Context: an optimization exercise on an open-source flow, tuned for small area. The choices shown serve that exercise and are no tape-out recipe. Only simulation tests tie the RTL to the original design; equivalence was not proved. Power is estimated from default activity; no workload was simulated.

==> design/flow/design.v <==
`timescale 1ns / 1ps
module ultrasonic_echo_ranger_median3 (
    input  logic        i_clk,
    input  logic        i_rst_n,
    input  logic        i_tick_valid,
    output logic        o_tick_ready,
    input  logic        i_tick_echo,
    input  logic        i_tick_start,
    input  logic        i_cfg_valid,
    output logic        o_cfg_ready,
    input  logic [1:0]  i_cfg_index,
    input  logic [15:0] i_cfg_data,
    output logic        o_res_valid,
    input  logic        i_res_ready,
    output logic        o_res_trigger,
    output logic        o_res_busy,
    output logic        o_res_result_valid,
    output logic [15:0] o_res_median,
    output logic [15:0] o_res_distance
);
    localparam logic [1:0]  P_IDLE = 2'd0;
    localparam logic [1:0]  P_TRIG = 2'd1;
    localparam logic [1:0]  P_WAIT = 2'd2;
    localparam logic [1:0]  P_HIGH = 2'd3;
    localparam logic [18:0] DIST_SCALE = 19'd287733;
    localparam logic [15:0] SAT_MED = 16'd14927;
    logic [1:0]  r_ph, r_idx;
    logic [15:0] r_el, r_wd, r_s0, r_s1;
    logic [15:0] r_tmo;
    logic [7:0]  r_trg;
    logic [1:0]  r_q0, r_q1, r_q2, r_q3;
    logic [2:0]  r_qn;
    logic [16:0] r_acc;
    logic [4:0]  r_dc;
    logic        acc, st, texit, tmo, fin, done, last;
    logic        is_trig, is_busy, lt0, lt1, a_lt, b_lt;
    logic [1:0]  p;
    logic [15:0] w;
    logic        inc_el, inc_wd, clr_el, clr_wd;
    logic [16:0] ec, wc, ge_tmo, gt0, gt1;
    logic [15:0] es, ws;
    logic [8:0]  ge_trg;
    assign ec[0]     = inc_el;
    assign wc[0]     = inc_wd;
    assign ge_tmo[0] = 1'b1;
    assign gt0[0]    = 1'b0;
    assign gt1[0]    = 1'b0;
    assign ge_trg[0] = 1'b1;
    for (genvar i = 0; i < 16; i++) begin : g_rip
        assign es[i]       = r_el[i] ^ ec[i];
        assign ec[i+1]     = r_el[i] & ec[i];
        assign ws[i]       = r_wd[i] ^ wc[i];
        assign wc[i+1]     = r_wd[i] & wc[i];
        assign ge_tmo[i+1] = (r_el[i] & ~r_tmo[i]) | (r_el[i] & ge_tmo[i]) | (~r_tmo[i] & ge_tmo[i]);
        assign gt0[i+1]    = (r_wd[i] & ~r_s0[i]) | (r_wd[i] & gt0[i]) | (~r_s0[i] & gt0[i]);
        assign gt1[i+1]    = (r_wd[i] & ~r_s1[i]) | (r_wd[i] & gt1[i]) | (~r_s1[i] & gt1[i]);
    end
    for (genvar i = 0; i < 8; i++) begin : g_trg
        assign ge_trg[i+1] = (es[i] & ~r_trg[i]) | (es[i] & ge_trg[i]) | (~r_trg[i] & ge_trg[i]);
    end
    logic [1:0]  kind;
    assign o_tick_ready = !r_qn[2];
    assign o_cfg_ready  = 1'b1;
    assign acc          = i_tick_valid && !r_qn[2];
    always_comb begin
        st      = (r_ph == P_IDLE) && i_tick_start;
        p       = st ? P_TRIG : r_ph;
        is_trig = (p == P_TRIG);
        is_busy = p[1];
        texit   = ge_trg[8];
        tmo     = ge_tmo[16] || (&r_el[15:1]);
        fin     = (p == P_WAIT && !i_tick_echo && tmo) || (p == P_HIGH && (!i_tick_echo || tmo));
        last    = r_idx[1];
        done    = fin && last;
        w       = i_tick_echo ? 16'd0 : r_wd;
        lt0     = gt0[16];
        lt1     = gt1[16];
        a_lt    = lt0 && !i_tick_echo;
        b_lt    = lt1 && !i_tick_echo;
        kind    = {is_busy, is_trig || done};
    end
    always_ff @(posedge i_clk) begin
        if (!i_rst_n) begin
            r_ph  <= P_IDLE;
            r_idx <= 2'd0;
        end else if (acc) begin
            if (fin) begin
                r_ph  <= last ? P_IDLE : P_TRIG;
                r_idx <= last ? 2'd0 : r_idx + 2'd1;
            end else if (is_trig) begin
                r_ph <= texit ? P_WAIT : P_TRIG;
            end else if (p == P_WAIT) begin
                r_ph <= i_tick_echo ? P_HIGH : P_WAIT;
            end
        end
    end
    assign inc_el = acc && p != P_IDLE;
    assign inc_wd = acc && is_busy && i_tick_echo;
    assign clr_el = !i_rst_n || (acc && (fin || (is_trig && texit)));
    assign clr_wd = !i_rst_n || (acc && fin);
    always_ff @(posedge i_clk) begin
        r_el <= clr_el ? 16'd0 : es;
        r_wd <= clr_wd ? 16'd0 : ws;
    end
    logic ld0, ld1_w, ld1_s0, hold1;
    assign ld0    = acc && fin && (r_idx == 2'd0 || (r_idx == 2'd1 && !a_lt));
    assign ld1_w  = acc && fin && a_lt && (r_idx == 2'd1 || !b_lt);
    assign ld1_s0 = acc && fin && r_idx != 2'd0 && !a_lt;
    assign hold1  = !(ld1_w || ld1_s0);
    always_ff @(posedge i_clk) begin
        r_s0  <= ({16{ld0}} & w) | ({16{!ld0}} & r_s0);
        r_s1  <= ({16{ld1_w}} & w) | ({16{ld1_s0}} & r_s0) | ({16{hold1}} & r_s1);
    end
    always_ff @(posedge i_clk) begin
        if (!i_rst_n) begin
            r_tmo <= 16'd13200;
            r_trg <= 8'd10;
        end else if (i_cfg_valid) begin
            if (i_cfg_index == 2'd0) begin
                r_tmo <= i_cfg_data;
            end
            if (i_cfg_index == 2'd1) begin
                r_trg <= i_cfg_data[7:0];
            end
        end
    end
    logic [1:0] head, wi;
    logic [3:0] wq;
    logic       hd, dfin, valid, pop, run, cbit, sat;
    logic [14:0] sum;
    logic [13:0] addend;
    logic [14:0] sc;
    always_comb begin
        head  = r_q0;
        hd    = head[1] && head[0];
        dfin  = (r_dc == 5'd19);
        valid = (r_qn != 3'd0) && (!hd || dfin);
        pop   = valid && i_res_ready;
        run   = (r_qn != 3'd0) && hd && !dfin;
        wi    = r_qn[1:0] - {1'b0, pop};
        wq    = {4{acc}} & (4'd1 << wi);
    end
    always_ff @(posedge i_clk) begin
        r_q0 <= wq[0] ? kind : (pop ? r_q1 : r_q0);
        r_q1 <= wq[1] ? kind : (pop ? r_q2 : r_q1);
        r_q2 <= wq[2] ? kind : (pop ? r_q3 : r_q2);
        r_q3 <= wq[3] ? kind : r_q3;
        if (!i_rst_n) begin
            r_qn <= 3'd0;
        end else if (acc && !pop) begin
            r_qn <= r_qn + 3'd1;
        end else if (!acc && pop) begin
            r_qn <= r_qn - 3'd1;
        end
    end
    always_comb begin
        cbit = DIST_SCALE[r_dc];
        sat  = (r_s1 >= SAT_MED);
    end
    logic        clr_b;
    logic [16:0] step;
    assign clr_b = !i_rst_n || pop;
    assign step  = {sum, r_acc[2:1]};
    assign sc[0] = 1'b0;
    for (genvar i = 0; i < 14; i++) begin : g_add
        assign addend[i] = cbit & r_s1[i];
        assign sum[i]    = r_acc[i+3] ^ addend[i] ^ sc[i];
        assign sc[i+1]   = (r_acc[i+3] & addend[i]) | (sc[i] & (r_acc[i+3] ^ addend[i]));
    end
    assign sum[14] = sc[14];
    always_ff @(posedge i_clk) begin
        if (clr_b) begin
            r_dc <= 5'd0;
        end else if (run) begin
            r_dc <= r_dc + 5'd1;
        end
        r_acc <= {17{!clr_b}} & (({17{run}} & step) | ({17{!run}} & r_acc));
    end
    assign o_res_valid        = valid;
    assign o_res_trigger      = !head[1] && head[0];
    assign o_res_busy         = head[1] || head[0];
    assign o_res_result_valid = hd;
    assign o_res_median       = hd ? r_s1 : 16'd0;
    assign o_res_distance     = r_acc[15:0] | {16{hd && sat}};
endmodule
==> design/flow/flow/run.sh <==
#!/bin/bash
# Own layout flow: the standard ORFS flow (standard.sh) with three changes that only
# affect how the layout is made:
#  - synthesis maps the combinational logic with an area-oriented ABC script (registers are
#    the standard synthesis's, renamed to its instance names by match_regs.py);
#  - port buffers are the smallest buffer (buf_1) instead of the default choice;
#  - CTS uses clkbuf_4 and inserts no dummy clock loads.
# Each step's full output goes to a log file in this folder (and ORFS's own logs under orfs/).
set -euo pipefail
F=$(cd "$(dirname "$0")" && pwd)
R=orfs/results/sky130hd/ultrasonic_echo_ranger_median3/base
cp standard.sh standard_sh.txt.log
bash standard.sh synth > std_synth.log 2>&1
cp $R/1_2_yosys.v ref_std_synth.v
mkdir -p std_synth_logs
cp orfs/logs/sky130hd/ultrasonic_echo_ranger_median3/base/1_* std_synth_logs/ 2>/dev/null || true
rm -f $R/1_2_yosys.v $R/1_2_yosys.sdc $R/1_synth.odb $R/1_synth.sdc
# 2. the layout, from the area-mapped synthesis on
export REF_NETLIST=$PWD/ref_std_synth.v
export BUFFER_PORTS_ARGS="-buffer_cell sky130_fd_sc_hd__buf_1"
export CTS_ARGS="-repair_clock_nets -buf_list sky130_fd_sc_hd__clkbuf_4 -dont_use_dummy_load"
bash standard.sh SYNTH_SCRIPT="$F/synth_area.tcl" "BUFFER_PORTS_ARGS=$BUFFER_PORTS_ARGS" "CTS_ARGS=$CTS_ARGS" finish > flow_make.log 2>&1
==> design/flow/flow/abc_area.script <==
strash
dch
map -a
topo
dnsize -c
==> design/flow/flow/match_regs.py <==
#!/usr/bin/env python3
"""Give each register of a synthesized netlist the instance name that bench's standard
synthesis of the same RTL gave it.

usage: match_regs.py STANDARD.v NETLIST.v

Both netlists come from the same RTL through the same Yosys steps up to the register mapping;
only the combinational mapping differs, which shifts Yosys's automatic _N_ numbering.
Registers are paired by the net on their Q pin. Identifiers of NETLIST.v that would clash with
a new register name are renamed first. NETLIST.v is rewritten in place.
"""
import re
import sys

FLOP = re.compile(r'^\s*(sky130_fd_sc_hd__\w*df\w*)\s+(\S+)\s*\((.*?)\);', re.S | re.M)
IDENT = r'(?:\\\S+|[A-Za-z_][\w$]*)'


def flops(text):
    out = {}
    for m in FLOP.finditer(text):
        typ, name, body = m.group(1), m.group(2), m.group(3)
        q = re.search(r'\.Q\(\s*(' + IDENT + r')\s*\)', body)
        if q is None:
            continue
        out[q.group(1)] = (name, typ)
    return out


def ident_re(name):
    if name.startswith('\\'):
        return re.compile(re.escape(name) + r'(?=\s)')
    return re.compile(r'(?<![\w$\\])' + re.escape(name) + r'(?![\w$])')


def main():
    ref_text = open(sys.argv[1]).read()
    path = sys.argv[2]
    text = open(path).read()
    ref = flops(ref_text)
    mine = flops(text)
    if set(ref) != set(mine):
        sys.exit('match_regs: register Q nets differ: %s' % sorted(set(ref) ^ set(mine))[:10])
    renames = {}
    for q, (name, typ) in mine.items():
        rname, rtyp = ref[q]
        if rtyp != typ:
            sys.exit('match_regs: %s is %s here but %s in the standard synthesis' % (q, typ, rtyp))
        if rname != name:
            renames[name] = rname
    if not renames:
        print('match_regs: all %d registers already match' % len(mine))
        return
    used = set(re.findall(r'(?<![\w$\\])_\w+_(?![\w$])', text))
    targets = set(renames.values())
    # identifiers that would clash with a new register name (and are not being renamed)
    clash = [t for t in targets if t in used and t not in renames]
    k = 0

    def fresh(prefix):
        nonlocal k
        while True:
            k += 1
            cand = '_%s%d_' % (prefix, k)
            if cand not in used and cand not in targets:
                used.add(cand)
                return cand
    # phase 1: move every register to be renamed, and every clashing name, to a fresh name
    temp = {}
    for old in list(renames) + clash:
        temp[old] = fresh('mr')
    for old, new in temp.items():
        text = ident_re(old).sub(new, text)
    # phase 2: give the registers their standard names
    for old, target in renames.items():
        text = ident_re(temp[old]).sub(target, text)
    open(path, 'w').write(text)
    print('match_regs: renamed %d registers, moved %d clashing names' % (len(renames), len(clash)))


if __name__ == '__main__':
    main()
==> design/flow/flow/synth_area.tcl <==
# The standard synthesis (synth_recipe.tcl), with ABC mapping the combinational logic for
# area (abc_area.script beside this file) at the real clock period in ps, and only full adders
# extracted as adder cells. Registers are mapped before ABC runs, so they are the standard
# synthesis's registers and cells; at the end match_regs.py gives each the instance name the
# standard synthesis ($REF_NETLIST) gave it.
set my_flow_dir [file dirname [file normalize [info script]]]
set my_abc_script [file join $my_flow_dir abc_area.script]
proc abc {args} {
    global my_abc_script
    set out {}
    set skip 0
    foreach a $args {
        if {$skip == 1} { lappend out $my_abc_script; set skip 0; continue }
        if {$skip == 2} { lappend out 9000; set skip 0; continue }
        if {$a eq "-script"} { set skip 1 } elseif {$a eq "-D"} { set skip 2 }
        lappend out $a
    }
    if {[lsearch -exact $out -D] < 0} { lappend out -D 9000 }
    yosys abc {*}$out
}
# only full adders become adder cells; half adders are left to ABC with the rest of the logic
proc extract_fa {args} { yosys extract_fa -fa }
proc synth {args} { yosys synth -nofsm -noshare {*}$args }
source $::env(SCRIPTS_DIR)/synth.tcl
# left out here: clear keep_hierarchy, flatten, clean up, hide names made inside functions, write 1_2_yosys.v
puts [exec python3 [file join $my_flow_dir match_regs.py] $::env(REF_NETLIST) $::env(RESULTS_DIR)/1_2_yosys.v]
==> design/flow/standard.sh <==
#!/bin/bash
# synth_recipe.tcl (not shown) runs the flow's synth.tcl, then flattens the netlist and writes it again
# the make line also repeats each setting of config.mk as NAME=value (left out here)
make -C /OpenROAD-flow-scripts/flow DESIGN_CONFIG=/design/flow/config.mk WORK_HOME=/design/flow/orfs CLKGATE_MAP_FILE= SYNTH_SCRIPT=/design/flow/synth_recipe.tcl "${@:-finish}"
==> design/flow/config.mk <==
export PLATFORM = sky130hd
export DESIGN_NAME = ultrasonic_echo_ranger_median3
export DESIGN_NICKNAME = ultrasonic_echo_ranger_median3
export VERILOG_FILES = /design/flow/design.v
export SDC_FILE = /design/flow/constraint.sdc
export NUM_CORES = 4
export LEC_CHECK = 0
export CAP_MARGIN = 20
export CORE_MARGIN = 2
export CORE_UTILIZATION = 40
export SLEW_MARGIN = 20
==> design/flow/constraint.sdc <==
create_clock -name core_clock -period 9.0 [get_ports {i_clk}]
set_input_delay 1.8000 -clock core_clock [delete_from_list [all_inputs] [get_ports {i_clk}]]
set_output_delay 1.8000 -clock core_clock [all_outputs]
set_load 0.01 [all_outputs]
==> results of run 1 <==
==> report_power, final <==
group	internal, mW	switching [mW]	total, mW
clock	0.0861	0.173	0.259
sequential	0.637	0.0360	0.673
combinational	0.226	0.408	0.634
==> routing by layer <==
| metal | wire (um) | vias up |
|---|---|---|
| met4 | 133 | 0 |
| met5 | 0 | - |
| met3 | 730 | 13 |
| met2 | 5839 | 124 |
| li1 | - | 2794 |
| met1 | 7044 | 2393 |
==> cell usage in the layout, fill, tap and decap left out, types with 14 or more instances in the layout <==
cell | Yosys | routed
o221ai_1 | 35 | 35
nand2_1 | 122 | 122
a211oi_1 | 16 | 16
o21ai_0 | 38 | 38
a21oi_1 | 41 | 41
buf_1 | 1 | 61
clkinv_1 | 135 | 135
nor3_1 | 32 | 32
dfxtp_1 | 101 | 101
fa_1 | 14 | 14
clkbuf_4 | 0 | 17
nor2_1 | 150 | 149
edfxtp_1 | 24 | 24
==> critical path: cells and delay by family (launching register included) <==
kind                     cells  cell delay [ps]
AND/OR/NAND/NOR              4              700
flip-flops                   1              360
buffers and inverters        3              350
AO/OA/AOI/OAI                2              210
adder cells (fa/ha/maj)     13             4940
==> cells by family (layout without fill, tap and decap cells) <==
logic type,after synthesis,in the layout,synth area share [%]
adders and majority gates,14,14,4.700
DFF,125,125,45.99
other,1,1,0.06289
xor gates and xnor gates,3,3,0.4407
AOI/OAI and AO/OA,168,168,18.46
and+or+nand+nor,324,324,21.65
buffers and inverters,137,217,8.687
==> layout make-up <==
type                    instances  area share, %
well taps                     184          3.493
inverters                     135          7.689
multi-input cells             510          41.33
repair buffers                 65          3.930
flip-flops and latches        125          41.62
clock buffers                  17          1.937
==> path summary, 6_finish.rpt <==
check        cells past startpoint   endpoint  slack (ps)      from
min                              2   r_tmo[1]         460  r_tmo[1]
max                             22  r_acc[15]        2320   r_dc[1]
min reg2reg                      2   r_tmo[1]         460  r_tmo[1]
max reg2reg                     22  r_acc[15]        2320   r_dc[1]
==> through the flow <==
stage	total power [mW]	area [um2]	hold slack, ps
2_1_floorplan	1.134	5963	428.4
3_3_place_gp	1.313	6449	444.4
3_5_place_dp	1.324	6449	446.2
4_1_cts	1.586	6576	460.1
5_1_grt	1.711	6590	484.1
6_report	1.567	6590	456.4
==> flow_summary.toml, run 1 <==
[critical_path]
crit_arrival_ps = 7080
crit_path_top_delay_cell = "fa_1"
cp_cell_sequence = "clkinv_1 -> or2_2 -> a22oi_1 -> nand2_1 -> clkinv_1 -> nand3_1 -> fa_1 -> fa_1 -> fa_1 -> fa_1 -> fa_1 -> fa_1 -> fa_1 -> fa_1 -> fa_1 -> fa_1 -> fa_1 -> clkinv_1 -> fa_1 -> fa_1 -> nor2_1 -> a211oi_1"
critPathMaxFanout = 12
cp.required_ps = 9400
critical_path_class = "reg -> reg"
slowest_delay_ps = 420
cp-start-kind = "flip-flop"
worst_setup_path_end_kind = "flip-flop"
critical_path.most_common_cell = "fa_1"

[global_routing]
gr-max-usage-layer = "met2"
grt_pass1_wl_mm = 22.96
antenna_found_initial = 0
grt_use_met1_pct = 25.89
grt_max_degree = 30
grt_use_met2_pct = 26.12
grt_pass1_vias = 4758
grtUsageTotal_pct = 17.87
grt_util_met3_pct = 4.970
overflow = 0

[timing]
worst_slack_ps = 2318
tns_ps = 0
finClkSkew_ps = 31.25
report.final.slew_viol_count = 0
max_freq_ghz = 0.1497
maxSlewHeadroom_pct = 35.10
finalCritPeriodShare_pct = 74.24
period_needed_ps = 6682
worst_pin_slew_ps = 949.0
finalHoldViolations = 0
setup_viol = 0
rsz0062_at_grt = "false"

[routing]
firstDrtPassIters = 5
drt_iter0_markers = 359
via_count = 5324
ant_nets = 0
wl_per_cell_um = 13.27
via_per_inst = 5.139
routed_wirelength_mm = 13.75
drc = 0

[placement]
io_buffers = 61
placedCellCount = 1019
post-place-ws_ps = 2317
routabilityCongestion = 0.8242
dpl.hpwl_mm = 10.14

[synthesis]
synth.avg_cell_area_um2 = 7.724
ys_async_sr_fraction_pct = 0
synth_ff_type = "dfxtp_1"
ys_types = 29
syn_area_um2 = 5963
ys_seq_area_share_pct = 45.99
syn_nets = 811
yosysTopAreaCellShare_pct = 33.91
synth_warnings = 1
postSynthCellCount = 772
yosysTopAreaCell = "dfxtp_1"
synth_edf_count = 24
synth_common_cells = "nor2_1 (150), clkinv_1 (135), nand2_1 (122), dfxtp_1 (101), a21oi_1 (41)"
yosysMostFrequentCell = "nor2_1"
synth_seq_cells = 125
synth_area_leaders = "dfxtp_1 (34%), edfxtp_1 (12%), nor2_1 (9.4%)"

[final_layout]
regArea_um2 = 2743
area_growth_pct = 10.51
n_antenna_cell = 0
fillers = 1540
stdcell_count = 1036
utilization_pct = 45.34
multiInputGateArea_um2 = 2724
nets = 893
drive_above_1_share_pct = 2.934

[cts]
clkTransAtPathRegs_ps = 100
cts_tree = "built"
clock_sinks = 125
worstSkewPairLatency_ps = 530
post_cts_buffers = 0
htree_levels = 4
ctsHoldBuffers = 0
ctsResizeCount = 0
clock_path_buffers = 2
clockRootBuffer = "clkbuf_4"
cts_buffers = 17

[floorplanning]
coreArea_um2 = 14530
ios = 63
die_area_um2 = 15900
die_h_um = 126.1
die-width_um = 126.1
fp-row-count = 44
start_util_pct = 41.03

[run_status]
status = "complete, no violations"

[power]
power.static_leakage_nw = 2.332
peakVddDrop_uv = 81.31
power_density_nw_per_um2 = 237.7

[job]
maxCapViolations = 0

[min_path]
hold_class = "reg -> reg"
==> run 2: changes to the inputs <==
--- a/design/flow/flow/run.sh
+++ b/design/flow/flow/run.sh
@@ -18,5 +18,5 @@
 # 2. the layout, from the area-mapped synthesis on
 export REF_NETLIST=$PWD/ref_std_synth.v
 export BUFFER_PORTS_ARGS="-buffer_cell sky130_fd_sc_hd__buf_1"
-export CTS_ARGS="-repair_clock_nets -buf_list sky130_fd_sc_hd__clkbuf_4 -dont_use_dummy_load"
+export CTS_ARGS="-sink_clustering_enable -repair_clock_nets -buf_list sky130_fd_sc_hd__clkbuf_4 -sink_clustering_size 30 -sink_clustering_max_diameter 100 -sink_clustering_levels 1 -dont_use_dummy_load"
 bash standard.sh SYNTH_SCRIPT="$F/synth_area.tcl" "BUFFER_PORTS_ARGS=$BUFFER_PORTS_ARGS" "CTS_ARGS=$CTS_ARGS" finish > flow_make.log 2>&1
==> run 2 against run 1 <==
Flip-flop and latch count did not move. Non-clock buffer count stayed put. Cell count unchanged. Clock power barely moved. Largest power group unchanged.
==> flow_summary.toml, run 2 <==
[critical_path]
critPathMaxFanout = 12
r2r_slack_ps = 2320
critical_path.most_common_cell = "fa_1"
crit_path_top_delay_cell = "fa_1"
crit_path_end = "r_acc[15]"
path_depth = 22
critPathBufInv = 3
cp.required_ps = 9400
rr_endpoint = "r_acc[15]"
critical_path_class = "reg -> reg"
cp-start-kind = "flip-flop"
cp_cell_sequence = "clkinv_1 -> or2_2 -> a22oi_1 -> nand2_1 -> clkinv_1 -> nand3_1 -> fa_1 -> fa_1 -> fa_1 -> fa_1 -> fa_1 -> fa_1 -> fa_1 -> fa_1 -> fa_1 -> fa_1 -> fa_1 -> clkinv_1 -> fa_1 -> fa_1 -> nor2_1 -> a211oi_1"
startpoint = "r_dc[1]"
r2r-start = "r_dc[1]"
slowest_delay_ps = 420
worstRegToRegCells = 22
critical_path.top_delay_family = "adder cells"
worst_setup_path_end_kind = "flip-flop"
crit_arrival_ps = 7080

[routing]
firstDrtPassIters = 5
via_per_inst = 5.099
wl_met3_um = 708
drc = 0
wl_met2_mm = 5.922
routed.top_layer = "met4"
via_count = 5283
ant_nets = 0
wl_per_cell_um = 13.26
wl_met1_mm = 6.988
routed_wirelength_mm = 13.74
drt_iter0_markers = 309

[cts]
ctsHoldBuffers = 0
clock_path_buffers = 2
post_cts_buffers = 0
worstSkewPairLatency_ps = 530
clock_sinks = 125
clkTransAtPathRegs_ps = 110
cts_tree = "built"
clockRootBuffer = "clkbuf_4"
ctsResizeCount = 0
cts_buffers = 17
htree_levels = 4

[timing]
max_freq_ghz = 0.1497
period_needed_ps = 6679
worst_pin_slew_ps = 1049
finalHoldViolations = 0
setup_viol = 0
worst_slack_ps = 2321
tns_ps = 0
rsz0062_at_grt = "false"
finalCritPeriodShare_pct = 74.21
finClkSkew_ps = 31.47
report.final.slew_viol_count = 0
maxSlewHeadroom_pct = 28.26

[final_layout]
multiInputGateArea_um2 = 2724
drive_above_1_share_pct = 2.934
layout_common_cells = "nor2_1 (149), clkinv_1 (135), nand2_1 (122), dfxtp_1 (101), buf_1 (61)"
nets = 893
regArea_um2 = 2743
n_antenna_cell = 0
area_growth_pct = 10.51
layout_commonest_cell = "nor2_1"
fillers = 1500

[power]
p_comb_share_pct = 40.6
p_seq_share_pct = 42.8
p_int_mw = 0.9528
peakVddDrop_uv = 92.91
clkPwrFrac_pct = 16.6
p_sw_mw = 0.6206
p_sw_share_pct = 39.44
power_density_nw_per_um2 = 238.8
power.static_leakage_nw = 2.332

[synthesis]
synth.avg_cell_area_um2 = 7.724
postSynthCellCount = 772
synth_warnings = 1
synth_common_cells = "nor2_1 (150), clkinv_1 (135), nand2_1 (122), dfxtp_1 (101), a21oi_1 (41)"
yosysMostFrequentCell = "nor2_1"
syn_nets = 811
ys_async_sr_fraction_pct = 0
syn_area_um2 = 5963
yosysTopAreaCell = "dfxtp_1"
synth_ff_type = "dfxtp_1"
synth_area_leaders = "dfxtp_1 (34%), edfxtp_1 (12%), nor2_1 (9.4%)"
yosysTopAreaCellShare_pct = 33.91
ys_seq_area_share_pct = 45.99
synth_seq_cells = 125
synth_edf_count = 24
ys_types = 29

[floorplanning]
coreArea_um2 = 14530
start_util_pct = 41.03
die_area_um2 = 15900
die-width_um = 126.1
ios = 63
fp-row-count = 44
die_h_um = 126.1

[placement]
post-place-ws_ps = 2342
io_buffers = 61
dpl.hpwl_mm = 10.28
routabilityCongestion = 0.8251

[global_routing]
grtUsageTotal_pct = 17.74
grt_max_degree = 30
grt_pass1_vias = 4823
antenna_found_initial = 0
overflow = 0
grt_pass1_wl_mm = 22.89

[job]
maxCapViolations = 0

[min_path]
hold_class = "reg -> reg"

[run_status]
status = "complete, no violations"
-- run 2: cell counts in the layout (fill, tap and decap cells not counted) --
No cell type changed its count.
-- run 2: routing by layer --
| metal | global-route usage (%) | vias up |
|---|---|---|
| met5 | 0 | - |
| met4 | 4.590 | 0 |
| met3 | 4.503 | 8 |
| met2 | 26.91 | 103 |
| met1 | 25.30 | 2385 |
| li1 | - | 2787 |
-- run 2: area by class of cell --
cell class | instances | area share [%]
Clock buffer | 17 | 1.937
Timing Repair Buffer | 65 | 3.930
Sequential cell | 125 | 41.62
Inverter | 135 | 7.689
Multi-Input combinational cell | 510 | 41.33
Tap cell | 184 | 3.493
-- run 2: how the worst min path moves through the flow --
stage | from | endpoint | slack (ps) | cells past startpoint
finish | r_tmo[1] | r_tmo[1] | 460 | 2
global route | r_acc[0] | r_acc[0] | 480 | 2
CTS | r_tmo[1] | r_tmo[1] | 470 | 2
detailed placement | r_tmo[1] | r_tmo[1] | 450 | 2
global placement | r_tmo[1] | r_tmo[1] | 440 | 2
floorplan | r_tmo[1] | r_tmo[1] | 430 | 2
-- run 2: stage by stage --
| step | area [um2] | hold slack (ps) | util [%] | cells | total power [mW] |
|---|---|---|---|---|---|
| after floorplan | 5963 | 428.4 | - | 772 | 1.134 |
| after global placement | 6449 | 444.6 | 44.37 | 1019 | 1.314 |
| after detailed placement | 6449 | 452.3 | 44.37 | 1019 | 1.330 |
| after CTS | 6576 | 465.5 | 45.25 | 1036 | 1.592 |
| after global routing | 6590 | 481.3 | 45.34 | 1036 | 1.703 |
| final | 6590 | 462.3 | 45.34 | 1036 | 1.573 |
-- run 2: cells by family after synthesis --
family / share of synthesized area, %
buf+inv: 8.687
simple gates: 21.65
compound gates: 18.46
fa+ha+maj: 4.700
flops: 45.99
xor+xnor: 0.4407
other cells: 0.06289
-- run 2: worst register-to-register path, stage by stage (launching register included) --
cell,delay (ps)
dfxtp_1,360
clkinv_1,80
or2_2,290
a22oi_1,160
nand2_1,140
clkinv_1,190
nand3_1,150
fa_1,400
fa_1,390
fa_1,390
fa_1,400
fa_1,390
fa_1,410
fa_1,400
fa_1,390
fa_1,420
fa_1,410
fa_1,370
clkinv_1,70
fa_1,180
fa_1,420
nor2_1,110
a211oi_1,60
-- run 2: power by group through the flow --
| stage | registers [mW] | clock network, mW | logic [mW] |
|---|---|---|---|
| 6_report | 0.673 | 0.261 | 0.639 |
| 5_1_grt | 0.682 | 0.291 | 0.730 |
| 4_1_cts | 0.674 | 0.271 | 0.647 |
| 3_5_place_dp | 0.687 | 0 | 0.644 |
| 3_3_place_gp | 0.685 | 0 | 0.629 |
| 2_1_floorplan | 0.678 | 0 | 0.456 |
==> run 3: changes to the inputs <==
--- a/design/flow/flow/run.sh
+++ b/design/flow/flow/run.sh
@@ -18,5 +18,5 @@
 # 2. the layout, from the area-mapped synthesis on
 export REF_NETLIST=$PWD/ref_std_synth.v
 export BUFFER_PORTS_ARGS="-buffer_cell sky130_fd_sc_hd__buf_1"
-export CTS_ARGS="-sink_clustering_enable -repair_clock_nets -buf_list sky130_fd_sc_hd__clkbuf_4 -sink_clustering_size 30 -sink_clustering_max_diameter 100 -sink_clustering_levels 1 -dont_use_dummy_load"
+export CTS_ARGS="-sink_clustering_enable -repair_clock_nets -buf_list sky130_fd_sc_hd__clkbuf_4 -sink_clustering_size 50 -sink_clustering_max_diameter 200 -dont_use_dummy_load"
 bash standard.sh SYNTH_SCRIPT="$F/synth_area.tcl" "BUFFER_PORTS_ARGS=$BUFFER_PORTS_ARGS" "CTS_ARGS=$CTS_ARGS" finish > flow_make.log 2>&1
==> run 3 against run 2 <==
Register-to-register slack worse by 20 ps. Via count down 0.80%. Largest cell class unchanged. Utilization fell by 0.052 points. Critical endpoint unchanged. Wire length is 1.1% lower. Worst hold slack gained 3.5 ps. Critical path depth unchanged. Synthesized cell count unchanged. Fmax is 0.33% lower. Total power down 0.75%. Area after synthesis unchanged. Largest power group unchanged.
==> flow_summary.toml, run 3 <==
[run_status]
status = "complete, no violations"

[floorplanning]
start_util_pct = 41.03
coreArea_um2 = 14530
die_h_um = 126.1
die_area_um2 = 15900
fp-row-count = 44
die-width_um = 126.1
ios = 63

[critical_path]
slowest_delay_ps = 440
rr_endpoint = "r_acc[15]"
cp.required_ps = 9390
worstRegToRegCells = 22
r2r-start = "r_dc[1]"
r2r_slack_ps = 2300
crit_arrival_ps = 7090
cp-start-kind = "flip-flop"
critPathMaxFanout = 12
crit_path_top_delay_cell = "fa_1"
worst_setup_path_end_kind = "flip-flop"
cp_cell_sequence = "clkinv_1 -> or2_2 -> a22oi_1 -> nand2_1 -> clkinv_1 -> nand3_1 -> fa_1 -> fa_1 -> fa_1 -> fa_1 -> fa_1 -> fa_1 -> fa_1 -> fa_1 -> fa_1 -> fa_1 -> fa_1 -> clkinv_1 -> fa_1 -> fa_1 -> nor2_1 -> a211oi_1"
critical_path_class = "reg -> reg"
critical_path.most_common_cell = "fa_1"

[timing]
finalHoldViolations = 0
worst_slack_ps = 2299
max_freq_ghz = 0.1492
finClkSkew_ps = 29.19
holdWs_ps = 465.8
tns_ps = 0
finalCritPeriodShare_pct = 74.45
worst_pin_slew_ps = 1066
maxSlewHeadroom_pct = 28.83
setup_viol = 0
report.final.slew_viol_count = 0
period_needed_ps = 6701
rsz0062_at_grt = "false"

[final_layout]
layout_commonest_cell = "nor2_1"
regArea_um2 = 2743
area_growth_pct = 10.39
drive_above_1_share_pct = 2.938
nets = 892
layout_common_cells = "nor2_1 (148), clkinv_1 (135), nand2_1 (122), dfxtp_1 (101), buf_1 (61)"
multiInputGateArea_um2 = 2721
fillers = 1539

[global_routing]
overflow = 0
grt_pass1_wl_mm = 22.67
grt_util_met3_pct = 4.928
grt_max_degree = 30
antenna_found_initial = 0
gr-max-usage-layer = "met2"
grt_use_met1_pct = 25.36
grt_pass1_vias = 4766
grt_use_met2_pct = 26.15
grtUsageTotal_pct = 17.56

[synthesis]
synth_warnings = 1
synth_seq_cells = 125
synth.avg_cell_area_um2 = 7.724
yosysTopAreaCellShare_pct = 33.91
synth_area_leaders = "dfxtp_1 (34%), edfxtp_1 (12%), nor2_1 (9.4%)"
yosysTopAreaCell = "dfxtp_1"
yosysMostFrequentCell = "nor2_1"
synth_ff_type = "dfxtp_1"
postSynthCellCount = 772
synth_common_cells = "nor2_1 (150), clkinv_1 (135), nand2_1 (122), dfxtp_1 (101), a21oi_1 (41)"
ys_types = 29
ys_async_sr_fraction_pct = 0
synth_edf_count = 24
ys_seq_area_share_pct = 45.99
syn_area_um2 = 5963
syn_nets = 811

[cts]
clockRootBuffer = "clkbuf_4"
cts_buffers = 17
ctsHoldBuffers = 0
post_cts_buffers = 0
clkTransAtPathRegs_ps = 100
clock_path_buffers = 2
ctsResizeCount = 0
clock_sinks = 125
cts_tree = "built"
htree_levels = 4
worstSkewPairLatency_ps = 520

[min_path]
holdPathEnd = "r_tmo[1]"
holdPathStages = 2
hold_class = "reg -> reg"
hold_path_startpoint = "r_tmo[1]"

[routing]
drt_iter0_markers = 343
drc = 0
routed_wirelength_mm = 13.59
ant_nets = 0
via_per_inst = 5.059
wl_per_cell_um = 13.12
firstDrtPassIters = 5
via_count = 5241

[power]
peakVddDrop_uv = 106.3
power_density_nw_per_um2 = 237.2
power.static_leakage_nw = 2.326

[placement]
post-place-ws_ps = 2365
io_buffers = 61
routabilityCongestion = 0.8405
dpl.hpwl_mm = 10.18

[job]
maxCapViolations = 0
## run 3: cell counts after synthesis
Identical to the previous run, type by type.
## run 3: worst max-delay path: cells and delay by family, from the launching register on
family          cells  cell delay (ps)
flops               1              360
simple gates        4              690
fa+ha+maj          13             4950
buf+inv             3              350
compound gates      2              230
## run 3: cells by family after synthesis
family                     Yosys count  synth area share [%]
adders and majority gates           14                 4.700
buffers and inverters              137                 8.687
AOI/OAI and AO/OA                  168                 18.46
DFF                                125                 45.99
xor gates and xnor gates             3                0.4407
other                                1               0.06289
and+or+nand+nor                    324                 21.65
## run 3: per-layer routing
layer	routed length, um	up-vias
li1	-	2793
met5	0	-
met4	106	0
met3	648	9
met2	5728	103
met1	7109	2336
## run 3: metrics by stage
| stage | total power [mW] | cell area [um2] | instances | util, % |
|---|---|---|---|---|
| after floorplan | 1.134 | 5963 | 772 | - |
| after global placement | 1.313 | 6444 | 1018 | 44.34 |
| after detailed placement | 1.323 | 6444 | 1018 | 44.34 |
| after CTS | 1.581 | 6571 | 1035 | 45.21 |
| after global routing | 1.697 | 6580 | 1035 | 45.27 |
| final | 1.562 | 6583 | 1036 | 45.29 |
## run 3: area by class of cell
type                    instances  share of cell area [%]
diodes                          1                 0.03802
inverters                     135                   7.698
flip-flops and latches        125                   41.67
well taps                     184                   3.497
repair buffers                 64                   3.821
multi-input cells             510                   41.34
clock buffers                  17                   1.939
## run 3: how the worst max path moves through the flow
stage             from   endpoint  slack [ps]
2_1_floorplan  r_dc[1]  r_acc[15]        2730
3_3_place_gp   r_dc[1]  r_acc[15]        2440
3_5_place_dp   r_dc[1]  r_acc[15]        2370
4_1_cts        r_dc[1]  r_acc[15]        2340
5_1_grt        r_dc[1]  r_acc[15]        1990
6_report       r_dc[1]  r_acc[15]        2300
## run 3: power breakdown
group / leakage (nW) / internal, mW / switching (mW) / total (mW)
sequential: 1.04 / 0.637 / 0.0359 / 0.673
combinational: 1.20 / 0.226 / 0.406 / 0.632
clock: 0.0782 / 0.0862 / 0.170 / 0.256
==> run 4: changes to the inputs <==
--- a/design/flow/flow/run.sh
+++ b/design/flow/flow/run.sh
@@ -18,5 +18,5 @@
 # 2. the layout, from the area-mapped synthesis on
 export REF_NETLIST=$PWD/ref_std_synth.v
 export BUFFER_PORTS_ARGS="-buffer_cell sky130_fd_sc_hd__buf_1"
-export CTS_ARGS="-sink_clustering_enable -repair_clock_nets -buf_list sky130_fd_sc_hd__clkbuf_4 -sink_clustering_size 50 -sink_clustering_max_diameter 200 -dont_use_dummy_load"
+export CTS_ARGS="-sink_clustering_enable -repair_clock_nets -buf_list {sky130_fd_sc_hd__clkbuf_2 sky130_fd_sc_hd__clkbuf_4} -sink_clustering_size 20 -sink_clustering_max_diameter 60 -dont_use_dummy_load"
 bash standard.sh SYNTH_SCRIPT="$F/synth_area.tcl" "BUFFER_PORTS_ARGS=$BUFFER_PORTS_ARGS" "CTS_ARGS=$CTS_ARGS" finish > flow_make.log 2>&1
==> run 4 against run 3 <==
Still clean. Worst hold slack worse by 17 ps. Flip-flop and latch count is the same. Synthesized cell count did not move. Final area barely moved. First-iteration DRC count down 11%. Non-clock buffer count unchanged. Global-route usage grew 0.24 points. Critical path type unchanged.
==> flow_summary.toml, run 4 <==
[critical_path]
critical_path.most_common_cell = "fa_1"
r2r-start = "r_dc[1]"
cp.required_ps = 9390
startpoint = "r_dc[1]"
cp-start-kind = "flip-flop"
critical_path_class = "reg -> reg"
cp_cell_sequence = "clkinv_1 -> or2_2 -> a22oi_1 -> nand2_1 -> clkinv_1 -> nand3_1 -> fa_1 -> fa_1 -> fa_1 -> fa_1 -> fa_1 -> fa_1 -> fa_1 -> fa_1 -> fa_1 -> fa_1 -> fa_1 -> clkinv_1 -> fa_1 -> fa_1 -> nor2_1 -> a211oi_1"
crit_arrival_ps = 7070
critPathMaxFanout = 12
slowest_delay_ps = 410
crit_path_top_delay_cell = "fa_1"
worst_setup_path_end_kind = "flip-flop"

[routing]
drc = 0
via_count = 5325
firstDrtPassIters = 5
routed_wirelength_mm = 13.66
via_per_inst = 5.140
drt_iter0_markers = 305
ant_nets = 0
wl_per_cell_um = 13.18

[synthesis]
synth_warnings = 1
synth.avg_cell_area_um2 = 7.724
yosysTopAreaCellShare_pct = 33.91
syn_nets = 811
synth_edf_count = 24
postSynthCellCount = 772
synth_ff_type = "dfxtp_1"
yosysTopAreaCell = "dfxtp_1"
syn_area_um2 = 5963
ys_types = 29
yosysMostFrequentCell = "nor2_1"
synth_common_cells = "nor2_1 (150), clkinv_1 (135), nand2_1 (122), dfxtp_1 (101), a21oi_1 (41)"
synth_area_leaders = "dfxtp_1 (34%), edfxtp_1 (12%), nor2_1 (9.4%)"
ys_seq_area_share_pct = 45.99
synth_seq_cells = 125
ys_async_sr_fraction_pct = 0

[cts]
clock_sinks = 125
ctsResizeCount = 0
cts_tree = "built"
ctsHoldBuffers = 0
htree_levels = 4
clock_path_buffers = 2
clockRootBuffer = "clkbuf_4"
clkTransAtPathRegs_ps = 100
worstSkewPairLatency_ps = 540
cts_buffers = 17
post_cts_buffers = 0

[final_layout]
regArea_um2 = 2743
multiInputGateArea_um2 = 2726
area_growth_pct = 10.47
layout_commonest_cell = "nor2_1"
nets = 892
fillers = 1507
stdcell_count = 1036
utilization_pct = 45.33
drive_above_1_share_pct = 2.938
layout_common_cells = "nor2_1 (148), clkinv_1 (135), nand2_1 (122), dfxtp_1 (101), buf_1 (61)"

[timing]
rsz0062_at_grt = "false"
finalHoldViolations = 0
max_freq_ghz = 0.1497
worst_slack_ps = 2321
finClkSkew_ps = 35.58
setup_viol = 0
worst_pin_slew_ps = 953.1
maxSlewHeadroom_pct = 34.82
tns_ps = 0
finalCritPeriodShare_pct = 74.22
period_needed_ps = 6679
report.final.slew_viol_count = 0

[min_path]
hold_class = "reg -> reg"
hold_path_startpoint = "r_ph[1]"

[floorplanning]
die_h_um = 126.1
die_area_um2 = 15900
fp-row-count = 44
coreArea_um2 = 14530
start_util_pct = 41.03
ios = 63
die-width_um = 126.1

[global_routing]
overflow = 0
grtUsageTotal_pct = 17.80
antenna_found_initial = 1
grt_pass1_wl_mm = 22.98
grt_max_degree = 30
grt_pass1_vias = 4791

[power]
p_comb_share_pct = 40.7
p_sw_mw = 0.6180
p_int_mw = 0.9518
clkPwrFrac_pct = 16.5
power.static_leakage_nw = 2.327
p_seq_share_pct = 42.8
peakVddDrop_uv = 85.27
p_sw_share_pct = 39.37
power_density_nw_per_um2 = 238.3

[run_status]
status = "complete, no violations"

[placement]
placedCellCount = 1018
dpl.hpwl_mm = 10.13
routabilityCongestion = 0.8238
post-place-ws_ps = 2350
io_buffers = 61

[job]
maxCapViolations = 0
-- run 4: cell counts after synthesis --
Identical to the previous run, type by type.
-- run 4: power by group through the flow --
| stage | clock network, mW | registers (mW) | logic [mW] |
|---|---|---|---|
| floorplan | 0 | 0.678 | 0.456 |
| global placement | 0 | 0.685 | 0.630 |
| detailed placement | 0 | 0.686 | 0.642 |
| CTS | 0.268 | 0.673 | 0.644 |
| global route | 0.287 | 0.681 | 0.730 |
| finish | 0.259 | 0.673 | 0.639 |
-- run 4: stage by stage --
stage / total power [mW] / hold WS, ps / area, um2
after floorplan: 1.134 / 428.4 / 5963
after global placement: 1.315 / 444.9 / 6444
after detailed placement: 1.328 / 444.0 / 6444
after CTS: 1.586 / 453.6 / 6571
after global routing: 1.697 / 459.0 / 6588
final: 1.570 / 449.2 / 6588
-- run 4: layout make-up --
cell class / instances / area share (%)
repair buffers: 64 / 3.818
flip-flops and latches: 125 / 41.63
clock buffers: 17 / 1.937
inverters: 135 / 7.692
multi-input cells: 510 / 41.39
diodes: 1 / 0.03799
well taps: 184 / 3.495
-- run 4: logic make-up after synthesis --
group                    Yosys count  share of synthesized area, %
AO/OA/AOI/OAI                    168                         18.46
XOR/XNOR                           3                        0.4407
AND/OR/NAND/NOR                  324                         21.65
other                              1                       0.06289
buffers and inverters            137                         8.687
adder cells (fa/ha/maj)           14                         4.700
flip-flops                       125                         45.99
-- run 4: path summary, 6_finish.rpt --
check / cells after the start / to / slack, ps
setup reg to reg: 22 / r_acc[15] / 2320
hold / removal: 0 / r_q3[1] / 450
hold reg to reg: 0 / r_q3[1] / 450
setup / recovery: 22 / r_acc[15] / 2320
-- run 4: metal layers --
metal  GRT usage, %  part of all wire (%)  vias to the layer above
li1               -                     -                     2792
met3          4.163                   5.4                       14
met1          25.13                    51                     2385
met4          5.301                   1.0                        0
met5              0                     0                        -
met2          27.23                    43                      134
-- run 4: critical path: cells and delay by family, from the launching register on --
family | cells | cell delay [ps]
compound gates | 2 | 210
buf+inv | 3 | 340
simple gates | 4 | 690
fa+ha+maj | 13 | 4960
flops | 1 | 360
==> run 5: changes to the inputs <==
--- a/design/flow/flow/run.sh
+++ b/design/flow/flow/run.sh
@@ -18,5 +18,5 @@
 # 2. the layout, from the area-mapped synthesis on
 export REF_NETLIST=$PWD/ref_std_synth.v
 export BUFFER_PORTS_ARGS="-buffer_cell sky130_fd_sc_hd__buf_1"
-export CTS_ARGS="-sink_clustering_enable -repair_clock_nets -buf_list {sky130_fd_sc_hd__clkbuf_2 sky130_fd_sc_hd__clkbuf_4} -sink_clustering_size 20 -sink_clustering_max_diameter 60 -dont_use_dummy_load"
+export CTS_ARGS="-sink_clustering_enable -repair_clock_nets -buf_list sky130_fd_sc_hd__clkbuf_4 -sink_clustering_size 20 -sink_clustering_max_diameter 60 -dont_use_dummy_load"
 bash standard.sh SYNTH_SCRIPT="$F/synth_area.tcl" "BUFFER_PORTS_ARGS=$BUFFER_PORTS_ARGS" "CTS_ARGS=$CTS_ARGS" finish > flow_make.log 2>&1
==> run 5 against run 4 <==
Still clean on timing, DRC and antenna. Fmax rose by 0.14%. Total power fell by 0.34%. Register-to-register slack barely moved. Cell count did not move. Flip-flop and latch count did not move. Worst hold slack improved by 15 ps. Clock skew fell by 12 ps. Utilization did not move. Critical path depth did not move. Combinational power fell by 0.9%. Critical endpoint unchanged. Largest power group unchanged. Highest routed layer unchanged.
==> flow_summary.toml, run 5 <==
[routing]
routed_wirelength_mm = 13.61
drt_iter0_markers = 311
firstDrtPassIters = 5
via_count = 5291
wl_per_cell_um = 13.13
drc = 0
via_per_inst = 5.107
ant_nets = 0

[power]
p_seq_share_pct = 43.0
power.static_leakage_nw = 2.327
p_comb_share_pct = 40.5
peakVddDrop_uv = 95.48
power_density_nw_per_um2 = 237.5
p_sw_mw = 0.6144
p_sw_share_pct = 39.27
p_int_mw = 0.9500
power.total_mw = 1.564
clkPwrFrac_pct = 16.5

[floorplanning]
die-width_um = 126.1
start_util_pct = 41.03
coreArea_um2 = 14530
die_area_um2 = 15900
ios = 63
die_h_um = 126.1
fp-row-count = 44

[synthesis]
yosysMostFrequentCell = "nor2_1"
synth_warnings = 1
synth.avg_cell_area_um2 = 7.724
ys_seq_area_share_pct = 45.99
ys_async_sr_fraction_pct = 0
yosysTopAreaCellShare_pct = 33.91
synth_area_leaders = "dfxtp_1 (34%), edfxtp_1 (12%), nor2_1 (9.4%)"
syn_nets = 811
synth_ff_type = "dfxtp_1"
synth_edf_count = 24
synth_seq_cells = 125
ys_types = 29
syn_area_um2 = 5963
synth_common_cells = "nor2_1 (150), clkinv_1 (135), nand2_1 (122), dfxtp_1 (101), a21oi_1 (41)"
postSynthCellCount = 772
yosysTopAreaCell = "dfxtp_1"

[cts]
clock_path_buffers = 2
cts_buffers = 17
ctsResizeCount = 0
clock_sinks = 125
clockRootBuffer = "clkbuf_4"
post_cts_buffers = 0
ctsHoldBuffers = 0
htree_levels = 4
clkTransAtPathRegs_ps = 100
worstSkewPairLatency_ps = 530
cts_tree = "built"

[final_layout]
layout_common_cells = "nor2_1 (148), clkinv_1 (135), nand2_1 (122), dfxtp_1 (101), buf_1 (61)"
drive_above_1_share_pct = 2.938
area_growth_pct = 10.47
nets = 892
regArea_um2 = 2743
multiInputGateArea_um2 = 2726
layout_commonest_cell = "nor2_1"
fillers = 1550

[critical_path]
r2r_slack_ps = 2330
crit_path_top_delay_cell = "fa_1"
slowest_delay_ps = 430
cp-start-kind = "flip-flop"
path_depth = 22
cp_cell_sequence = "clkinv_1 -> or2_2 -> a22oi_1 -> nand2_1 -> clkinv_1 -> nand3_1 -> fa_1 -> fa_1 -> fa_1 -> fa_1 -> fa_1 -> fa_1 -> fa_1 -> fa_1 -> fa_1 -> fa_1 -> fa_1 -> clkinv_1 -> fa_1 -> fa_1 -> nor2_1 -> a211oi_1"
worstRegToRegCells = 22
critical_path.top_delay_family = "adder cells"
rr_endpoint = "r_acc[15]"
critPathMaxFanout = 12
cp.required_ps = 9410
r2r-start = "r_dc[1]"
startpoint = "r_dc[1]"
crit_arrival_ps = 7080
critical_path_class = "reg -> reg"
worst_setup_path_end_kind = "flip-flop"
critical_path.most_common_cell = "fa_1"
critPathBufInv = 3

[timing]
maxSlewHeadroom_pct = 32.85
finalCritPeriodShare_pct = 74.12
report.final.slew_viol_count = 0
finClkSkew_ps = 23.94
rsz0062_at_grt = "false"
tns_ps = 0
max_freq_ghz = 0.1499
period_needed_ps = 6670
setup_viol = 0
worst_slack_ps = 2330
worst_pin_slew_ps = 981.9
finalHoldViolations = 0

[placement]
post-place-ws_ps = 2359
routabilityCongestion = 0.8420
io_buffers = 61
dpl.hpwl_mm = 10.06

[global_routing]
grt_max_degree = 30
overflow = 0
grt_pass1_vias = 4799
grt_pass1_wl_mm = 22.94
grtUsageTotal_pct = 17.82
antenna_found_initial = 1

[min_path]
hold_path_startpoint = "r_tmo[1]"
hold_class = "reg -> reg"
holdPathStages = 2
holdPathEnd = "r_tmo[1]"

[run_status]
status = "complete, no violations"

[job]
maxCapViolations = 0
run 5: worst max path at each step:
stage / to / slack (ps)
4_1_cts: r_acc[15] / 2350
6_report: r_acc[15] / 2330
3_3_place_gp: r_acc[15] / 2440
2_1_floorplan: r_acc[15] / 2730
3_5_place_dp: r_acc[15] / 2360
5_1_grt: r_acc[15] / 1970
run 5: logic make-up after synthesis:
kind of cell,Yosys count,share of synthesized area (%)
flops,125,45.99
simple gates,324,21.65
compound gates,168,18.46
other cells,1,0.06289
buf+inv,137,8.687
xor+xnor,3,0.4407
fa+ha+maj,14,4.700
run 5: tightest hold or removal path: cells and delay by family (launching register included):
kind,cells,cell delay [ps]
AO/OA/AOI/OAI,1,50
buffers and inverters,1,50
flip-flops,1,330
run 5: metal layers:
metal	GRT usage (%)	part of all wire (%)
met5	0	0
met3	4.970	4.5
met4	4.202	1.1
met2	26.72	43
met1	25.59	52
run 5: layout make-up:
class,count,area share (%)
Antenna cell,1,0.03799
Sequential cell,125,41.63
Timing Repair Buffer,64,3.818
Tap cell,184,3.495
Clock buffer,17,1.937
Multi-Input combinational cell,510,41.39
Inverter,135,7.692
run 5: through the flow:
step           cells  util, %  instance area, um2  hold WS [ps]
2_1_floorplan    772        -                5963         428.4
3_3_place_gp    1018    44.34                6444         445.4
3_5_place_dp    1018    44.34                6444         450.4
4_1_cts         1035    45.21                6571         467.7
5_1_grt         1036    45.33                6588         493.4
6_report        1036    45.33                6588         464.0
run 5: power by group through the flow:
| stage | Combinational (mW) | Sequential, mW | Clock [mW] |
|---|---|---|---|
| finish | 0.633 | 0.673 | 0.258 |
| global route | 0.727 | 0.683 | 0.288 |
| CTS | 0.635 | 0.674 | 0.270 |
| detailed placement | 0.632 | 0.686 | 0 |
| global placement | 0.629 | 0.685 | 0 |
| floorplan | 0.456 | 0.678 | 0 |
==> run 6: changes to the inputs <==
==> design/flow/flow/abc_area.script (replaced) <==
strash
&get -n
&dch -f
&nf -a -R 1000
&put
topo
dnsize -c
--- a/design/flow/config.mk
+++ b/design/flow/config.mk
@@ -5,7 +5,7 @@
 export SDC_FILE = /design/flow/constraint.sdc
 export NUM_CORES = 4
 export LEC_CHECK = 0
-export CAP_MARGIN = 20
+export CAP_MARGIN = 10
 export CORE_MARGIN = 2
 export CORE_UTILIZATION = 40
-export SLEW_MARGIN = 20
+export SLEW_MARGIN = 10
==> run 6 against run 5 <==
Clock power shrank 2%. Still clean. Critical path type unchanged. First-iteration DRC count is 9.3% lower. Setup slack got worse by 1100 ps. Wire length down 5.2%. Area after synthesis fell by 0.90%. Final area shrank 0.25%.
==> flow_summary.toml, run 6 <==
[final_layout]
layout_common_cells = "dfxtp_1 (101), nor2_1 (94), nand2_1 (85), buf_1 (61), clkinv_1 (49)"
layout_commonest_cell = "dfxtp_1"
drive_above_1_share_pct = 4.060
n_antenna_cell = 0
nets = 780
final_area_um2 = 6571
area_growth_pct = 11.20
fillers = 1436

[critical_path]
crit_arrival_ps = 8210
startpoint = "r_el[0]"
cp-start-kind = "flip-flop"
r2r_slack_ps = 1220
worst_setup_path_end_kind = "flip-flop"
critical_path_class = "reg -> reg"
r2r-start = "r_el[0]"
worstRegToRegCells = 23
cp.required_ps = 9430
rr_endpoint = "r_s1[1]"
critPathMaxFanout = 17
crit_path_end = "r_s1[1]"

[floorplanning]
start_util_pct = 40.81
die-width_um = 125.5
die_h_um = 125.5
die_area_um2 = 15760
ios = 63
fp-row-count = 44
coreArea_um2 = 14480

[cts]
clock_path_buffers = 2
clock_sinks = 125
htree_levels = 4
post_cts_buffers = 0
cts_buffers = 17
clkTransAtPathRegs_ps = 80
ctsHoldBuffers = 0
ctsResizeCount = 0
clockRootBuffer = "clkbuf_4"
worstSkewPairLatency_ps = 500
cts_tree = "built"

[min_path]
hold_class = "reg -> reg"

[routing]
via_per_inst = 5.220
drt_iter0_markers = 282
drc = 0
via_count = 4818
firstDrtPassIters = 4
routed_wirelength_mm = 12.90
ant_nets = 0
wl_per_cell_um = 13.98

[synthesis]
synth_warnings = 1
synth_ff_type = "dfxtp_1"
syn_nets = 693
synth_edf_count = 24
yosysMostFrequentCell = "dfxtp_1"
syn_area_um2 = 5909
yosysTopAreaCell = "dfxtp_1"
ys_async_sr_fraction_pct = 0
synth.avg_cell_area_um2 = 9.036
synth_common_cells = "dfxtp_1 (101), nor2_1 (94), nand2_1 (85), clkinv_1 (49), maj3_1 (45)"
yosysTopAreaCellShare_pct = 34.22
ys_seq_area_share_pct = 46.41
ys_types = 42
postSynthCellCount = 654
synth_seq_cells = 125
synth_area_leaders = "dfxtp_1 (34%), edfxtp_1 (12%), maj3_1 (7.6%)"

[timing]
finalCritPeriodShare_pct = 86.42
worst_pin_slew_ps = 1173
finalHoldViolations = 0
worst_slack_ps = 1223
period_needed_ps = 7777
holdWs_ps = 446.6
maxSlewHeadroom_pct = 21.34
rsz0062_at_grt = "false"
setup_viol = 0
tns_ps = 0
max_freq_ghz = 0.1286
report.final.slew_viol_count = 0
finClkSkew_ps = 30.70

[global_routing]
grt_pass1_wl_mm = 22.33
overflow = 0
grt_pass1_vias = 4765
antenna_found_initial = 0
grt_max_degree = 34
grtUsageTotal_pct = 17.25

[job]
maxCapViolations = 0

[placement]
routabilityCongestion = 0.8401
place_area_um2 = 6444
post-place-ws_ps = 1230
io_buffers = 61
dpl.hpwl_mm = 9.462

[power]
peakVddDrop_uv = 88.06
power_density_nw_per_um2 = 188.3
power.static_leakage_nw = 2.336

[run_status]
status = "complete, no violations"
==> run 6: worst min-delay path by stage <==
stage | slack (ps) | depth (start not counted) | to | startpoint
after floorplan | 420 | 2 | r_tmo[10] | r_tmo[10]
after global placement | 430 | 2 | r_tmo[15] | r_tmo[15]
after detailed placement | 440 | 2 | r_tmo[15] | r_tmo[15]
after CTS | 450 | 2 | r_tmo[15] | r_tmo[15]
after global routing | 470 | 2 | r_tmo[6] | r_tmo[6]
final | 450 | 2 | r_tmo[15] | r_tmo[15]
==> run 6: logic make-up (layout without fill, tap and decap cells) <==
logic type,Yosys count,after routing,synth area share [%]
AO/OA/AOI/OAI,109,109,11.52
flip-flops,125,125,46.41
AND/OR/NAND/NOR,279,279,21.49
buffers and inverters,51,136,3.303
other,1,1,0.06346
multiplexers,13,13,2.329
XOR/XNOR,17,17,2.520
adder cells (fa/ha/maj),59,59,12.37
==> run 6: critical path, stage by stage (launching register included) <==
cell and delay (ps):
dfxtp_1 340, nand2b_1 150, maj3_1 350, maj3_1 360, maj3_1 360, maj3_1 360
maj3_1 370, maj3_1 360, maj3_1 360, maj3_1 370, maj3_1 370, maj3_1 360
maj3_1 360, maj3_1 360, maj3_1 360, maj3_1 360, maj3_1 350, o221a_1 290
nand2_1 230, nor3_1 80, buf_4 200, nor2_1 770, nand2_1 140, nand2_1 80
==> run 6: cell type report <==
cell class / count / area (um2) / area share (%)
multi-input cells: 478 / 2990 / 45.51
flip-flops and latches: 125 / 2743 / 41.74
repair buffers: 70 / 296.5 / 4.513
well taps: 184 / 230.2 / 3.503
inverters: 49 / 183.9 / 2.799
clock buffers: 17 / 127.6 / 1.942
==> run 6: metal layers <==
metal,GRT usage (%),vias up,routed length [um]
met3,4.536,5,606
met1,21.56,2267,6030
met2,29.54,106,6176
met5,0,-,0
li1,-,2440,-
met4,4.641,0,87
==> run 6: report_power, final <==
| part | switching, mW | internal, mW | total, mW | leakage, nW |
|---|---|---|---|---|
| Clock | 0.166 | 0.0863 | 0.252 | 0.0782 |
| Combinational | 0.191 | 0.116 | 0.306 | 1.22 |
| Sequential | 0.0509 | 0.628 | 0.679 | 1.04 |
==> run 6: metrics by stage <==
stage          util [%]  total power, mW  instances
2_1_floorplan         -           0.9022        654
3_3_place_gp      44.50           0.9876        906
3_5_place_dp      44.50            1.002        906
4_1_cts           45.39            1.257        923
5_1_grt           45.39            1.333        923
6_report          45.39            1.237        923
==> run 7: changes to the inputs <==
--- a/design/flow/config.mk
+++ b/design/flow/config.mk
@@ -5,7 +5,7 @@
 export SDC_FILE = /design/flow/constraint.sdc
 export NUM_CORES = 4
 export LEC_CHECK = 0
-export CAP_MARGIN = 10
+export CAP_MARGIN = 0
 export CORE_MARGIN = 2
 export CORE_UTILIZATION = 40
-export SLEW_MARGIN = 10
+export SLEW_MARGIN = 0
==> run 7 against run 6 <==
Worst hold slack did not move. Wire length unchanged. Sequential share of layout area unchanged. Cell count is the same. Sequential power about the same. Clock skew stayed put. Clock power hardly changed. Combinational power barely moved. Flip-flop and latch count unchanged. Total power stayed put. Non-clock buffer count unchanged.
==> flow_summary.toml, run 7 <==
[synthesis]
yosysMostFrequentCell = "dfxtp_1"
synth_warnings = 1
synth_area_leaders = "dfxtp_1 (34%), edfxtp_1 (12%), maj3_1 (7.6%)"
synth_seq_cells = 125
synth.avg_cell_area_um2 = 9.036
yosysTopAreaCellShare_pct = 34.22
yosysTopAreaCell = "dfxtp_1"
synth_ff_type = "dfxtp_1"
syn_area_um2 = 5909
ys_seq_area_share_pct = 46.41
synth_common_cells = "dfxtp_1 (101), nor2_1 (94), nand2_1 (85), clkinv_1 (49), maj3_1 (45)"
synth_edf_count = 24
ys_types = 42
ys_async_sr_fraction_pct = 0
postSynthCellCount = 654
syn_nets = 693

[power]
p_comb_share_pct = 24.7
peakVddDrop_uv = 88.06
clkPwrFrac_pct = 20.4
power_density_nw_per_um2 = 188.3
p_seq_share_pct = 54.9
p_sw_share_pct = 32.92
p_int_mw = 0.8298
p_sw_mw = 0.4073
power.static_leakage_nw = 2.336

[job]
maxCapViolations = 0

[global_routing]
grt_pass1_vias = 4765
grt_util_met3_pct = 4.536
grt_use_met2_pct = 29.54
grtUsageTotal_pct = 17.25
grt_use_met1_pct = 21.56
gr-max-usage-layer = "met2"
overflow = 0
antenna_found_initial = 0
grt_pass1_wl_mm = 22.33
grt_max_degree = 34

[timing]
holdWs_ps = 446.6
period_needed_ps = 7777
finClkSkew_ps = 30.70
worst_pin_slew_ps = 1173
rsz0062_at_grt = "false"
maxSlewHeadroom_pct = 21.34
report.final.slew_viol_count = 0
finalCritPeriodShare_pct = 86.42
finalHoldViolations = 0
tns_ps = 0
max_freq_ghz = 0.1286
setup_viol = 0

[critical_path]
crit_arrival_ps = 8210
critPathMaxFanout = 17
cp-start-kind = "flip-flop"
cp.required_ps = 9430
worst_setup_path_end_kind = "flip-flop"
critical_path_class = "reg -> reg"

[run_status]
status = "complete, no violations"

[final_layout]
layout_common_cells = "dfxtp_1 (101), nor2_1 (94), nand2_1 (85), buf_1 (61), clkinv_1 (49)"
nets = 780
drive_above_1_share_pct = 4.060
n_antenna_cell = 0
area_growth_pct = 11.20
layout_commonest_cell = "dfxtp_1"
fillers = 1436

[cts]
cts_buffers = 17
htree_levels = 4
clockRootBuffer = "clkbuf_4"
clock_path_buffers = 2
ctsResizeCount = 0
clkTransAtPathRegs_ps = 80
post_cts_buffers = 0
worstSkewPairLatency_ps = 500
ctsHoldBuffers = 0
cts_tree = "built"
clock_sinks = 125

[floorplanning]
die_area_um2 = 15760
fp-row-count = 44
die-width_um = 125.5
die_h_um = 125.5
ios = 63
coreArea_um2 = 14480
start_util_pct = 40.81

[routing]
wl_per_cell_um = 13.98
firstDrtPassIters = 4
via_per_inst = 5.220
ant_nets = 0
via_count = 4818
routed_wirelength_mm = 12.90
drc = 0
drt_iter0_markers = 282

[placement]
dpl.hpwl_mm = 9.462
io_buffers = 61
routabilityCongestion = 0.8401

[min_path]
hold_class = "reg -> reg"
-- run 7: path summary, 6_finish.rpt --
path                            depth (start not counted)       from   endpoint  slack [ps]
worst max-delay path                                   23    r_el[0]    r_s1[1]        1220
worst min register to register                          2  r_tmo[15]  r_tmo[15]         450
worst max register to register                         23    r_el[0]    r_s1[1]        1220
worst min-delay path                                    2  r_tmo[15]  r_tmo[15]         450
-- run 7: metrics by stage --
step / std cells / setup WS [ps] / instance area (um2) / power, mW / utilization, %
6_report: 923 / 1223 / 6571 / 1.237 / 45.39
5_1_grt: 923 / 708.7 / 6571 / 1.333 / 45.39
4_1_cts: 923 / 1190 / 6571 / 1.257 / 45.39
3_5_place_dp: 906 / 1230 / 6444 / 1.002 / 44.50
3_3_place_gp: 906 / 1360 / 6444 / 0.9876 / 44.50
2_1_floorplan: 654 / 1019 / 5909 / 0.9022 / -
-- run 7: critical path, stage by stage (launching register included) --
cell and delay (ps):
dfxtp_1 340, nand2b_1 150, maj3_1 350, maj3_1 360
maj3_1 360, maj3_1 360, maj3_1 370, maj3_1 360
maj3_1 360, maj3_1 370, maj3_1 370, maj3_1 360
maj3_1 360, maj3_1 360, maj3_1 360, maj3_1 360
maj3_1 350, o221a_1 290, nand2_1 230, nor3_1 80
buf_4 200, nor2_1 770, nand2_1 140, nand2_1 80
-- run 7: kinds of logic after synthesis --
logic type	share of synthesized area, %
AO/OA/AOI/OAI	11.52
multiplexers	2.329
XOR/XNOR	2.520
other	0.06346
adder cells (fa/ha/maj)	12.37
AND/OR/NAND/NOR	21.49
buffers and inverters	3.303
flip-flops	46.41
-- run 7: layout make-up --
type	instances	area [um2]	share of cell area [%]
sequential	125	2743	41.74
inverter	49	183.9	2.799
clock buffer	17	127.6	1.942
multi-input combinational	478	2990	45.51
tap	184	230.2	3.503
timing repair buffer	70	296.5	4.513
-- run 7: layer usage --
metal | part of all wire (%) | wire, um
met1 | 47 | 6030
met2 | 48 | 6176
met3 | 4.7 | 606
met4 | 0.67 | 87
met5 | 0 | 0
-- run 7: power groups by stage --
stage / clock (mW) / sequential, mW / combinational (mW)
after CTS: 0.267 / 0.679 / 0.311
after global routing: 0.289 / 0.689 / 0.354
after global placement: 0 / 0.688 / 0.300
after detailed placement: 0 / 0.692 / 0.309
after floorplan: 0 / 0.677 / 0.226
final: 0.252 / 0.679 / 0.306

[afterwards: timing with drivers on the ports]
No port has a modelled driver above. Below, the same layouts with a new extraction and two added sets of constraints. Step 1, drivers: a clkbuf_16 drives i_clk and a buf_2 each remaining input, both assumed. Step 2 also shifts input and output timing later by t, the mid clock arrival at the registers, as if the neighbouring blocks saw the same clock. Slacks: no drivers / after step 1 / after step 2; pairs: no drivers / after step 1.
run | shift t [ns] | slack for setup (ns) | worst setup path at the end | worst slew at a driven data input, ns | pins driven straight from the clock port
run 1 | 0.548 | 2.318 / 2.318 / 2.318 | register to register | 0.03 | 1
run 2 | 0.546 | 2.321 / 2.321 / 2.321 | register to register | 0.03 | 1
run 3 | 0.540 | 2.299 / 2.299 / 2.299 | register to register | 0.03 | 1
run 4 | 0.566 | 2.321 / 2.321 / 2.321 | register to register | 0.03 | 1
run 5 | 0.556 | 2.330 / 2.330 / 2.330 | register to register | 0.04 | 1
run 6 | 0.520 | 1.223 / 1.223 / 1.223 | register to register | 0.03 | 1
run 7 | 0.520 | 1.223 / 1.223 / 1.223 | register to register | 0.03 | 1
After both steps setup and hold are still met in every run listed.
